Context: an optimization exercise on an open-source flow, tuned for small area, a short achievable clock period and few clock cycles per item. The choices shown serve that exercise and are no tape-out recipe. Only simulation tests tie the RTL to the original design; equivalence was not proved.

==> flow/design.v <==
package iacl_pkg;
  localparam int SPEED_W      = 16;
  localparam int ADV_W        = 12;
  localparam int LIMIT_W      = 16;
  localparam int CURVE_POINTS = 16;
  localparam int SEGMENTS     = CURVE_POINTS - 1;
  localparam int SEG_W        = $clog2(CURVE_POINTS);
  localparam int TOP_SPEED    = 16000;
  localparam int FRAC_W              = 17;
  localparam int DIV_STEPS_PER_STAGE = 2;
  localparam int DIV_STAGES = (FRAC_W + DIV_STEPS_PER_STAGE - 1) / DIV_STEPS_PER_STAGE;
  localparam int PROD_W     = ADV_W + FRAC_W;
  localparam int CFG_INDEX_W = 2;
  localparam int CFG_DATA_W  = 16;
  localparam logic [CFG_INDEX_W-1:0] CFG_CRANKING_ADVANCE     = 2'd0;
  localparam logic [CFG_INDEX_W-1:0] CFG_TOP_ADVANCE          = 2'd1;
  localparam logic [CFG_INDEX_W-1:0] CFG_CRANKING_SPEED_LIMIT = 2'd2;
  localparam logic [ADV_W-1:0]   CRANKING_ADVANCE_RESET = 12'd50;
  localparam logic [ADV_W-1:0]   TOP_ADVANCE_RESET      = 12'd350;
  localparam logic [LIMIT_W-1:0] CRANKING_LIMIT_RESET   = 16'd500;
  localparam logic [CURVE_POINTS*ADV_W-1:0] ADVANCE_CURVE = {
    12'd350, 12'd350, 12'd345, 12'd335, 12'd320, 12'd300, 12'd280, 12'd250,
    12'd220, 12'd190, 12'd160, 12'd130, 12'd100, 12'd80,  12'd60,  12'd50
  };
  localparam logic [1:0] REGION_CRANK = 2'd0;
  localparam logic [1:0] REGION_CURVE = 2'd1;
  localparam logic [1:0] REGION_TOP   = 2'd2;
  localparam int SIDE_W    = 2 + 2 * ADV_W;
  localparam int SIDE_DIFF = 0;
  localparam int SIDE_LO   = ADV_W;
  localparam int SIDE_REG  = 2 * ADV_W;
endpackage
module iacl_seg (
  input  logic                        clk,
  input  logic                        rst,
  input  logic                        en,
  input  logic                        in_valid,
  input  logic [iacl_pkg::SPEED_W-1:0] speed,
  input  logic [iacl_pkg::LIMIT_W-1:0] crank_limit,
  output logic                        out_valid,
  output logic [iacl_pkg::SIDE_W-1:0]  out_side,
  output logic [iacl_pkg::SPEED_W-1:0] out_delta,
  output logic [iacl_pkg::SPEED_W-1:0] out_width
);
  localparam int SPEED_W      = iacl_pkg::SPEED_W;
  localparam int ADV_W        = iacl_pkg::ADV_W;
  localparam int SEGMENTS     = iacl_pkg::SEGMENTS;
  localparam int CURVE_POINTS = iacl_pkg::CURVE_POINTS;
  localparam int SEG_W        = iacl_pkg::SEG_W;
  localparam int TOP_SPEED    = iacl_pkg::TOP_SPEED;
  localparam int SIDE_W       = iacl_pkg::SIDE_W;
  localparam logic [CURVE_POINTS*ADV_W-1:0] CURVE = iacl_pkg::ADVANCE_CURVE;
  logic [SPEED_W-1:0] thresh [SEGMENTS];
  logic [SPEED_W-1:0] bound  [CURVE_POINTS];
  assign thresh[0] = '0;
  for (genvar g = 1; g < SEGMENTS; g++) begin : g_thresh
    localparam int Thr = (g * TOP_SPEED + SEGMENTS - 1) / SEGMENTS;
    assign thresh[g] = SPEED_W'(Thr);
  end
  for (genvar g = 0; g < CURVE_POINTS; g++) begin : g_bound
    localparam int Bnd = (g * TOP_SPEED) / SEGMENTS;
    assign bound[g] = SPEED_W'(Bnd);
  end
  logic                  a_valid;
  logic [1:0]            a_region;
  logic [SEGMENTS-1:1]   a_therm;
  logic [SPEED_W-1:0]    a_speed;
  logic [1:0]            a_region_next;
  logic [SEGMENTS-1:1]   a_therm_next;
  always_comb begin
    if (speed < crank_limit) begin
      a_region_next = iacl_pkg::REGION_CRANK;
    end else if (speed >= SPEED_W'(TOP_SPEED)) begin
      a_region_next = iacl_pkg::REGION_TOP;
    end else begin
      a_region_next = iacl_pkg::REGION_CURVE;
    end
    for (int i = 1; i < SEGMENTS; i++) begin
      a_therm_next[i] = (speed >= thresh[i]);
    end
  end
  always_ff @(posedge clk) begin
    if (rst) begin
      a_valid <= 1'b0;
    end else if (en) begin
      a_valid <= in_valid;
    end
  end
  always_ff @(posedge clk) begin
    if (en) begin
      a_region <= a_region_next;
      a_therm  <= a_therm_next;
      a_speed  <= speed;
    end
  end
  logic [SEG_W-1:0]   seg;
  logic [SEG_W-1:0]   nxt;
  logic [SPEED_W-1:0] lo;
  logic [SPEED_W-1:0] width_next;
  logic [ADV_W-1:0]   lo_adv;
  logic [ADV_W-1:0]   hi_adv;
  logic [ADV_W-1:0]   diff;
  logic [SIDE_W-1:0]  side_next;
  always_comb begin
    seg = '0;
    for (int i = 1; i < SEGMENTS; i++) begin
      if (a_therm[i]) begin
        seg = SEG_W'(i);
      end
    end
    nxt        = seg + 1'b1;
    lo         = bound[seg];
    width_next = bound[nxt] - lo;
    lo_adv     = CURVE[seg*ADV_W +: ADV_W];
    hi_adv     = CURVE[nxt*ADV_W +: ADV_W];
    if (hi_adv >= lo_adv && width_next != '0) begin
      diff = hi_adv - lo_adv;
    end else begin
      diff = '0;
    end
    side_next = {a_region, lo_adv, diff};
  end
  always_ff @(posedge clk) begin
    if (rst) begin
      out_valid <= 1'b0;
    end else if (en) begin
      out_valid <= a_valid;
    end
  end
  always_ff @(posedge clk) begin
    if (en) begin
      out_side  <= side_next;
      out_delta <= a_speed - lo;
      out_width <= width_next;
    end
  end
endmodule
module iacl_div (
  input  logic                        clk,
  input  logic                        rst,
  input  logic                        en,
  input  logic                        in_valid,
  input  logic [iacl_pkg::SIDE_W-1:0]  in_side,
  input  logic [iacl_pkg::SPEED_W-1:0] delta,
  input  logic [iacl_pkg::SPEED_W-1:0] width,
  output logic                        out_valid,
  output logic [iacl_pkg::SIDE_W-1:0]  out_side,
  output logic [iacl_pkg::FRAC_W-1:0]  quot
);
  localparam int SPEED_W             = iacl_pkg::SPEED_W;
  localparam int FRAC_W              = iacl_pkg::FRAC_W;
  localparam int SIDE_W              = iacl_pkg::SIDE_W;
  localparam int DIV_STAGES          = iacl_pkg::DIV_STAGES;
  localparam int DIV_STEPS_PER_STAGE = iacl_pkg::DIV_STEPS_PER_STAGE;
  logic               stg_valid [DIV_STAGES];
  logic [SIDE_W-1:0]  stg_side  [DIV_STAGES];
  logic [SPEED_W:0]   stg_rem   [DIV_STAGES];
  logic [FRAC_W-1:0]  stg_quo   [DIV_STAGES];
  logic [SPEED_W-1:0] stg_div   [DIV_STAGES];
  for (genvar s = 0; s < DIV_STAGES; s++) begin : g_stage
    logic               prev_valid;
    logic [SIDE_W-1:0]  prev_side;
    logic [SPEED_W:0]   prev_rem;
    logic [FRAC_W-1:0]  prev_quo;
    logic [SPEED_W-1:0] prev_div;
    logic [SPEED_W:0]   rem_next;
    logic [FRAC_W-1:0]  quo_next;
    if (s == 0) begin : g_first
      assign prev_valid = in_valid;
      assign prev_side  = in_side;
      assign prev_rem   = {1'b0, delta};
      assign prev_quo   = '0;
      assign prev_div   = width;
    end else begin : g_rest
      assign prev_valid = stg_valid[s-1];
      assign prev_side  = stg_side[s-1];
      assign prev_rem   = stg_rem[s-1];
      assign prev_quo   = stg_quo[s-1];
      assign prev_div   = stg_div[s-1];
    end
    always_comb begin
      int j;
      rem_next = prev_rem;
      quo_next = prev_quo;
      for (int k = 0; k < DIV_STEPS_PER_STAGE; k++) begin
        j = s * DIV_STEPS_PER_STAGE + k;
        if (j < FRAC_W) begin
          if (j != 0) begin
            rem_next = {rem_next[SPEED_W-1:0], 1'b0};
          end
          if (rem_next >= {1'b0, prev_div}) begin
            rem_next = rem_next - {1'b0, prev_div};
            quo_next = {quo_next[FRAC_W-2:0], 1'b1};
          end else begin
            quo_next = {quo_next[FRAC_W-2:0], 1'b0};
          end
        end
      end
    end
    always_ff @(posedge clk) begin
      if (rst) begin
        stg_valid[s] <= 1'b0;
      end else if (en) begin
        stg_valid[s] <= prev_valid;
      end
    end
    always_ff @(posedge clk) begin
      if (en) begin
        stg_side[s] <= prev_side;
        stg_rem[s]  <= rem_next;
        stg_quo[s]  <= quo_next;
        stg_div[s]  <= prev_div;
      end
    end
  end
  assign out_valid = stg_valid[DIV_STAGES-1];
  assign out_side  = stg_side[DIV_STAGES-1];
  assign quot      = stg_quo[DIV_STAGES-1];
endmodule
module iacl_blend (
  input  logic                       clk,
  input  logic                       rst,
  input  logic                       en,
  input  logic                       in_valid,
  input  logic [iacl_pkg::SIDE_W-1:0] in_side,
  input  logic [iacl_pkg::FRAC_W-1:0] quot,
  input  logic [iacl_pkg::ADV_W-1:0]  crank_adv,
  input  logic [iacl_pkg::ADV_W-1:0]  top_adv,
  output logic                       out_valid,
  output logic [iacl_pkg::ADV_W-1:0]  spark_advance,
  output logic [1:0]                 speed_region
);
  localparam int ADV_W  = iacl_pkg::ADV_W;
  localparam int FRAC_W = iacl_pkg::FRAC_W;
  localparam int PROD_W = iacl_pkg::PROD_W;
  logic              m_valid;
  logic [1:0]        m_region;
  logic [ADV_W-1:0]  m_lo_adv;
  logic [PROD_W-1:0] m_prod;
  logic [ADV_W-1:0]  adv_next;
  always_ff @(posedge clk) begin
    if (rst) begin
      m_valid <= 1'b0;
    end else if (en) begin
      m_valid <= in_valid;
    end
  end
  always_ff @(posedge clk) begin
    if (en) begin
      m_region <= in_side[iacl_pkg::SIDE_REG +: 2];
      m_lo_adv <= in_side[iacl_pkg::SIDE_LO +: ADV_W];
      m_prod   <= PROD_W'(in_side[iacl_pkg::SIDE_DIFF +: ADV_W]) * PROD_W'(quot);
    end
  end
  always_comb begin
    case (m_region)
      iacl_pkg::REGION_CRANK: adv_next = crank_adv;
      iacl_pkg::REGION_TOP:   adv_next = top_adv;
      iacl_pkg::REGION_CURVE: adv_next = m_lo_adv + m_prod[FRAC_W-1+ADV_W-1:FRAC_W-1];
      default:                adv_next = m_lo_adv;
    endcase
  end
  always_ff @(posedge clk) begin
    if (rst) begin
      out_valid <= 1'b0;
    end else if (en) begin
      out_valid <= m_valid;
    end
  end
  always_ff @(posedge clk) begin
    if (en) begin
      spark_advance <= adv_next;
      speed_region  <= m_region;
    end
  end
endmodule
module ignition_advance_curve_lookup (
  input  logic        clk,
  input  logic        rst,
  input  logic        write_enable,
  input  logic [1:0]  write_index,
  input  logic [15:0] write_data,
  input  logic        in_valid,
  output logic        in_stall,
  input  logic [15:0] engine_speed,
  output logic        out_valid,
  input  logic        out_stall,
  output logic [11:0] spark_advance,
  output logic [1:0]  speed_region
);
  localparam int SPEED_W = iacl_pkg::SPEED_W;
  localparam int ADV_W   = iacl_pkg::ADV_W;
  localparam int LIMIT_W = iacl_pkg::LIMIT_W;
  localparam int FRAC_W  = iacl_pkg::FRAC_W;
  localparam int SIDE_W  = iacl_pkg::SIDE_W;
  logic [ADV_W-1:0]   cranking_advance;
  logic [ADV_W-1:0]   top_advance;
  logic [LIMIT_W-1:0] cranking_speed_limit;
  always_ff @(posedge clk) begin
    if (rst) begin
      cranking_advance     <= iacl_pkg::CRANKING_ADVANCE_RESET;
      top_advance          <= iacl_pkg::TOP_ADVANCE_RESET;
      cranking_speed_limit <= iacl_pkg::CRANKING_LIMIT_RESET;
    end else if (write_enable) begin
      case (write_index)
        iacl_pkg::CFG_CRANKING_ADVANCE:     cranking_advance     <= write_data[ADV_W-1:0];
        iacl_pkg::CFG_TOP_ADVANCE:          top_advance          <= write_data[ADV_W-1:0];
        iacl_pkg::CFG_CRANKING_SPEED_LIMIT: cranking_speed_limit <= write_data[LIMIT_W-1:0];
        default: ;
      endcase
    end
  end
  logic               en;
  logic               skid_full;
  logic [SPEED_W-1:0] skid_speed;
  logic               accept;
  logic               src_valid;
  logic [SPEED_W-1:0] src_speed;
  assign en        = !(out_valid && out_stall);
  assign in_stall  = skid_full;
  assign accept    = in_valid && !skid_full;
  assign src_valid = skid_full || in_valid;
  assign src_speed = skid_full ? skid_speed : engine_speed;
  always_ff @(posedge clk) begin
    if (rst) begin
      skid_full <= 1'b0;
    end else if (en) begin
      skid_full <= 1'b0;
    end else if (accept) begin
      skid_full <= 1'b1;
    end
  end
  always_ff @(posedge clk) begin
    if (!en && accept) begin
      skid_speed <= engine_speed;
    end
  end
  logic               seg_valid;
  logic [SIDE_W-1:0]  seg_side;
  logic [SPEED_W-1:0] seg_delta;
  logic [SPEED_W-1:0] seg_width;
  logic               div_valid;
  logic [SIDE_W-1:0]  div_side;
  logic [FRAC_W-1:0]  div_quot;
  iacl_seg u_seg (
    .clk        (clk),
    .rst        (rst),
    .en         (en),
    .in_valid   (src_valid),
    .speed      (src_speed),
    .crank_limit(cranking_speed_limit),
    .out_valid  (seg_valid),
    .out_side   (seg_side),
    .out_delta  (seg_delta),
    .out_width  (seg_width)
  );
  iacl_div u_div (
    .clk      (clk),
    .rst      (rst),
    .en       (en),
    .in_valid (seg_valid),
    .in_side  (seg_side),
    .delta    (seg_delta),
    .width    (seg_width),
    .out_valid(div_valid),
    .out_side (div_side),
    .quot     (div_quot)
  );
  iacl_blend u_blend (
    .clk          (clk),
    .rst          (rst),
    .en           (en),
    .in_valid     (div_valid),
    .in_side      (div_side),
    .quot         (div_quot),
    .crank_adv    (cranking_advance),
    .top_adv      (top_advance),
    .out_valid    (out_valid),
    .spark_advance(spark_advance),
    .speed_region (speed_region)
  );
endmodule
==> flow/run.sh <==
#!/bin/bash
# synth_recipe.tcl (not shown) runs the flow's synth.tcl, then flattens the netlist and writes it again
# the make line also repeats each setting of config.mk as NAME=value (left out here)
make -C /OpenROAD-flow-scripts/flow DESIGN_CONFIG=/design/flow/config.mk WORK_HOME=/design/flow/orfs CLKGATE_MAP_FILE= SYNTH_SCRIPT=/design/flow/synth_recipe.tcl finish
==> flow/config.mk <==
export PLATFORM = sky130hd
export DESIGN_NAME = ignition_advance_curve_lookup
export DESIGN_NICKNAME = ignition_advance_curve_lookup
export VERILOG_FILES = /design/flow/design.v
export SDC_FILE = /design/flow/constraint.sdc
export NUM_CORES = 4
export LEC_CHECK = 0
export CAP_MARGIN = 20
export CORE_MARGIN = 2
export CORE_UTILIZATION = 40
export SLEW_MARGIN = 20
==> flow/constraint.sdc <==
create_clock -name core_clock -period 7.0 [get_ports {clk}]
set_input_delay 1.4000 -clock core_clock [delete_from_list [all_inputs] [get_ports {clk}]]
set_output_delay 1.4000 -clock core_clock [all_outputs]
set_load 0.01 [all_outputs]
==> impl_results.md <==
- FF/Latch Area: 21100 sq um
- Nets: 4803
- Post-synthesis cell area: 45500 sq um
- TritonCTS buffer count: 78
- # DRC: 0
- Worst-skew pair later-pin latency: roughly 0.66 ns
- Fmax: 0.155 GHz
- Slew Viols, Final: 0
- Met1 Use GR: 0.226
- Part of the Yosys area used for sequential elements: 0.463
- Fraction of registers with async set/reset: 0
- Initial Util: 0.404
- Core box area: between 100000 and 150000 sq um
- Fin crit share: 0.924
- Final hold vios: 0
- Clock transition at the registers of the reported paths: 0.06 ns
- Cell depth of the worst hold path: 0
- Total wire length: about 94000 microns
- CP top delay family: adder cells
- Synth Area per Inst: 10.9 sq um
- R2r worst-path depth: 18
- Met2 GRT Util: 0.261
- EDFF count, synth: approximately 670
- GRT Util Overall: 0.160
- HPWL Detailed: 70200 microns
- Min setup slack post-route: 0.529 ns
- Library cells used by synthesis: approximately 110
- Placed cell area: 47800 sq um
- Die Wd: around 340 microns
- Gr ovfl total: 0
- Relative slew slack: 0.281
- Hold Crit Start: u_div.stg_side[6][9]
- Post-place setup slack: 0.298 ns
- Iter 0 DRT Violations: approximately 1800
- CP startpoint kind: register
- Cts hold-fix bufs: 0
- Quantity of gates resized following cts: 0
- CP max stage delay: 0.60 ns
- Footprint of the multi-input gates: 22500 sq um
- Final ANT Viol Nets: 0
- Rows: about 120
- FILL cells: 10500
- Initial antenna violation count: 0
- Largest net degree at the start of global routing: 195
- Crit path launch: u_div.stg_quo[8][3]
- Synth Register Bits: 719
- Wire length of the first global-routing pass: 154000 microns
- CP bufs+invs: 2
- Least-Margin Pin Slew: 1.08 ns
- Final min period: 6.47 ns
- Synth Instances: 4181
- # diodes: 0
- I/O Buffers: 54
- Clock Sinks: 719
- CTS H-tree depth: 3
- Reg2reg start: u_div.stg_quo[8][3]
- Die height: about 340 microns
- Layout Utilization: 0.448
- Area growth, synth to finish: 10.9%
- CP cell instances: nand2_1 > fa_1 > inv_1 > fa_1 > fa_1 > fa_1 > fa_1 > ha_1 > or4_1 > a221oi_1 > inv_1 > o311ai_1 > a21oi_1 > o211ai_1 > a21boi_0 > o21a_1 > nor2_1 > xnor2_1
- Clock buffer depth: 3
- Via density: 5.18
- Drt wl/cell: about 16 microns
- TNS Setup: 0 ns
- Max-Cap Viols: 0
- Placer Congestion: between 0.8 and 0.9
- Status: no timing/DRC/antenna violations
- Vias in the first global route: 29700
- Die footprint: ~120000 sq um
- Worst Clk Skew: 0.0387 ns
- Final setup vio count: 0
- Worst hold-check path type: reg -> reg
- WS Path Type: reg -> reg
- Final std cells w/o fill: roughly 5800
- Layout cells sized above 1: 0.0726
- Most Crowded Layer GR: met2
- Crit path DAT: 6.87 ns
- Slowest CP cell: edfxtp_1
- Top FF cell, synth: edfxtp_1
- R2R Path End: u_blend.m_prod[27]
- Io pins: 55
- WHS: around 0.40 ns
- DP Cell Count: 5662
- Vias: roughly 30000
- Post-Syn Nets: 4736
- Synth Warn #: 11
- Critical path endpoint category: register
- GR Util met3: 0.0213
- CTS tree: yes
- Drt first pass iters: 5
- Flop-to-flop setup slack: 0.53 ns
- Finished Cell Area: approximately 50000 sq um
- Crit path top cell by count: fa_1
- Clk root buf: clkbuf_16
- WHS Endpoint: u_div.stg_side[7][9]
- CP required: 7.39 ns
- Critical path fanouts, max: 12
- RSZ-0062 raised after global routing: false
-- worst max path at each step --
stage / endpoint / slack, ns / cells past startpoint
4_1_cts: u_blend.m_prod[24] / 0.30 / 20
5_1_grt: u_blend.m_prod[27] / 0.01 / 20
6_report: u_blend.m_prod[27] / 0.53 / 18
2_1_floorplan: skid_speed[0] / 0.49 / 4
3_5_place_dp: u_blend.m_prod[24] / 0.30 / 20
3_3_place_gp: u_blend.m_prod[27] / 0.40 / 20
-- metal layers --
metal,share of wire,wire [microns]
met1,0.48,44900
met2,0.47,43700
met3,0.032,3030
met4,0.021,1980
met5,0,0
-- kinds of logic after synthesis --
group,after synthesis,synth area share
and+or+nand+nor,1239,0.130
AOI/OAI and AO/OA,865,0.124
DFF,719,0.463
adders and majority gates,516,0.168
buffers and inverters,504,0.0426
xor gates and xnor gates,225,0.0433
muxes,113,0.0297
-- cells in the final DEF (no fill, tap or decap), drive strengths merged, types with 32 or more instances in the layout --
master | netlist | routed
edfxtp | 665 | 665
nand2 | 463 | 463
inv | 386 | 397
ha | 355 | 355
nor2 | 265 | 265
a21oi | 248 | 248
o21ai | 216 | 216
fa | 161 | 161
xnor2 | 148 | 148
clkbuf | 88 | 93
and2 | 91 | 91
nor3 | 88 | 88
mux2 | 85 | 85
xor2 | 77 | 77
nand3 | 59 | 59
a21o | 59 | 59
dfxtp | 54 | 54
clkdlybuf4s50 | 0 | 54
o21a | 53 | 53
buf | 26 | 47
nor2b | 44 | 44
nand2b | 40 | 40
nand4 | 38 | 38
or3 | 34 | 34
o21bai | 32 | 32
clkinv | 4 | 32
-- synth_stat cells (all sizes together) (8+ instances only) --
| library cell | n | share of area |
|---|---|---|
| a211o | 17 | 0.0033 |
| a21o | 59 | 0.0098 |
| mux2i | 19 | 0.0042 |
| dfxtp | 54 | 0.024 |
| nor4 | 24 | 0.0037 |
| a31o | 10 | 0.0019 |
| o211ai | 22 | 0.0037 |
| nand2 | 463 | 0.038 |
| a21boi | 17 | 0.0028 |
| nor3b | 11 | 0.0018 |
| a31oi | 29 | 0.0044 |
| nand3 | 59 | 0.0065 |
| o21ai | 216 | 0.024 |
| nor2b | 44 | 0.0060 |
| o21a | 53 | 0.0087 |
| o21bai | 32 | 0.0053 |
| nor2 | 265 | 0.022 |
| a2111oi | 8 | 0.0020 |
| a221oi | 11 | 0.0024 |
| buf | 26 | 0.0031 |
| edfxtp | 665 | 0.44 |
| nor3 | 88 | 0.010 |
| ha | 355 | 0.098 |
| clkbuf | 88 | 0.0073 |
| or2 | 16 | 0.0022 |
| mux2 | 85 | 0.021 |
| a211oi | 25 | 0.0043 |
| xor2 | 77 | 0.015 |
| xnor2 | 148 | 0.028 |
| nand3b | 20 | 0.0033 |
| or3 | 34 | 0.0047 |
| o31ai | 26 | 0.0044 |
| and2 | 91 | 0.013 |
| mux4 | 9 | 0.0045 |
| nand2b | 40 | 0.0055 |
| a21oi | 248 | 0.027 |
| nand4 | 38 | 0.0052 |
| or4 | 11 | 0.0018 |
| inv | 386 | 0.032 |
| fa | 161 | 0.071 |
| and3 | 16 | 0.0022 |
| o31a | 11 | 0.0021 |
-- sequential cells by signal (all words and copies together), names as in the netlist, 16 cells and up --
name                  cells
u_div.stg_quo            89
u_div.stg_div           104
u_div.stg_side          207
u_seg.a_speed            16
cranking_speed_limit     16
u_div.stg_rem           128
u_seg.out_delta          16
u_seg.out_side           23
skid_speed               16
-- area by class of cell --
type	instances	share of cell area
clock buffer	93	0.0404
clock inverter	50	0.0116
inverter	390	0.0292
multi-input combinational	2958	0.446
sequential	719	0.417
tap	1500	0.0372
timing repair buffer	101	0.0184
-- repair_timing --
action                                 in CTS  in global routing
buffers inserted                            0                  6
endpoints found under the hold margin       0                  0
setup endpoints to repair                   0                  2
Testbench counts, summed over its fixed seeds: cycles 9,704, items 9,600.

==> re-timing with driven ports <==
In the flow no input, the clock included, has a driving cell. The finished layout below was timed again as built, in two steps.
Step 1 assumes that a clkbuf_16 drives the clock port and a buf_2 every other input.
Step 2 adds t to the input delays and takes it off the output delays; t is the mean of the earliest and latest rising clock arrival at the registers after step 1. Input paths then give back, and output paths get back, about the clock's delay inside the block.
Slacks: ideal ports / drivers / drivers and shift; pairs: ideal ports / drivers.
shift t [ns]: 0.697
setup WS [ns]: 0.529 / 0.529 / 0.529
clock arrival spread, ns: 0.051 / 0.050
worst register clock-pin slew, ns: 0.06 / 0.06
After both steps setup and hold are still met in this run. The setup slack of this run moves by 0.000 ns with the drivers and by 0.000 ns with both steps.
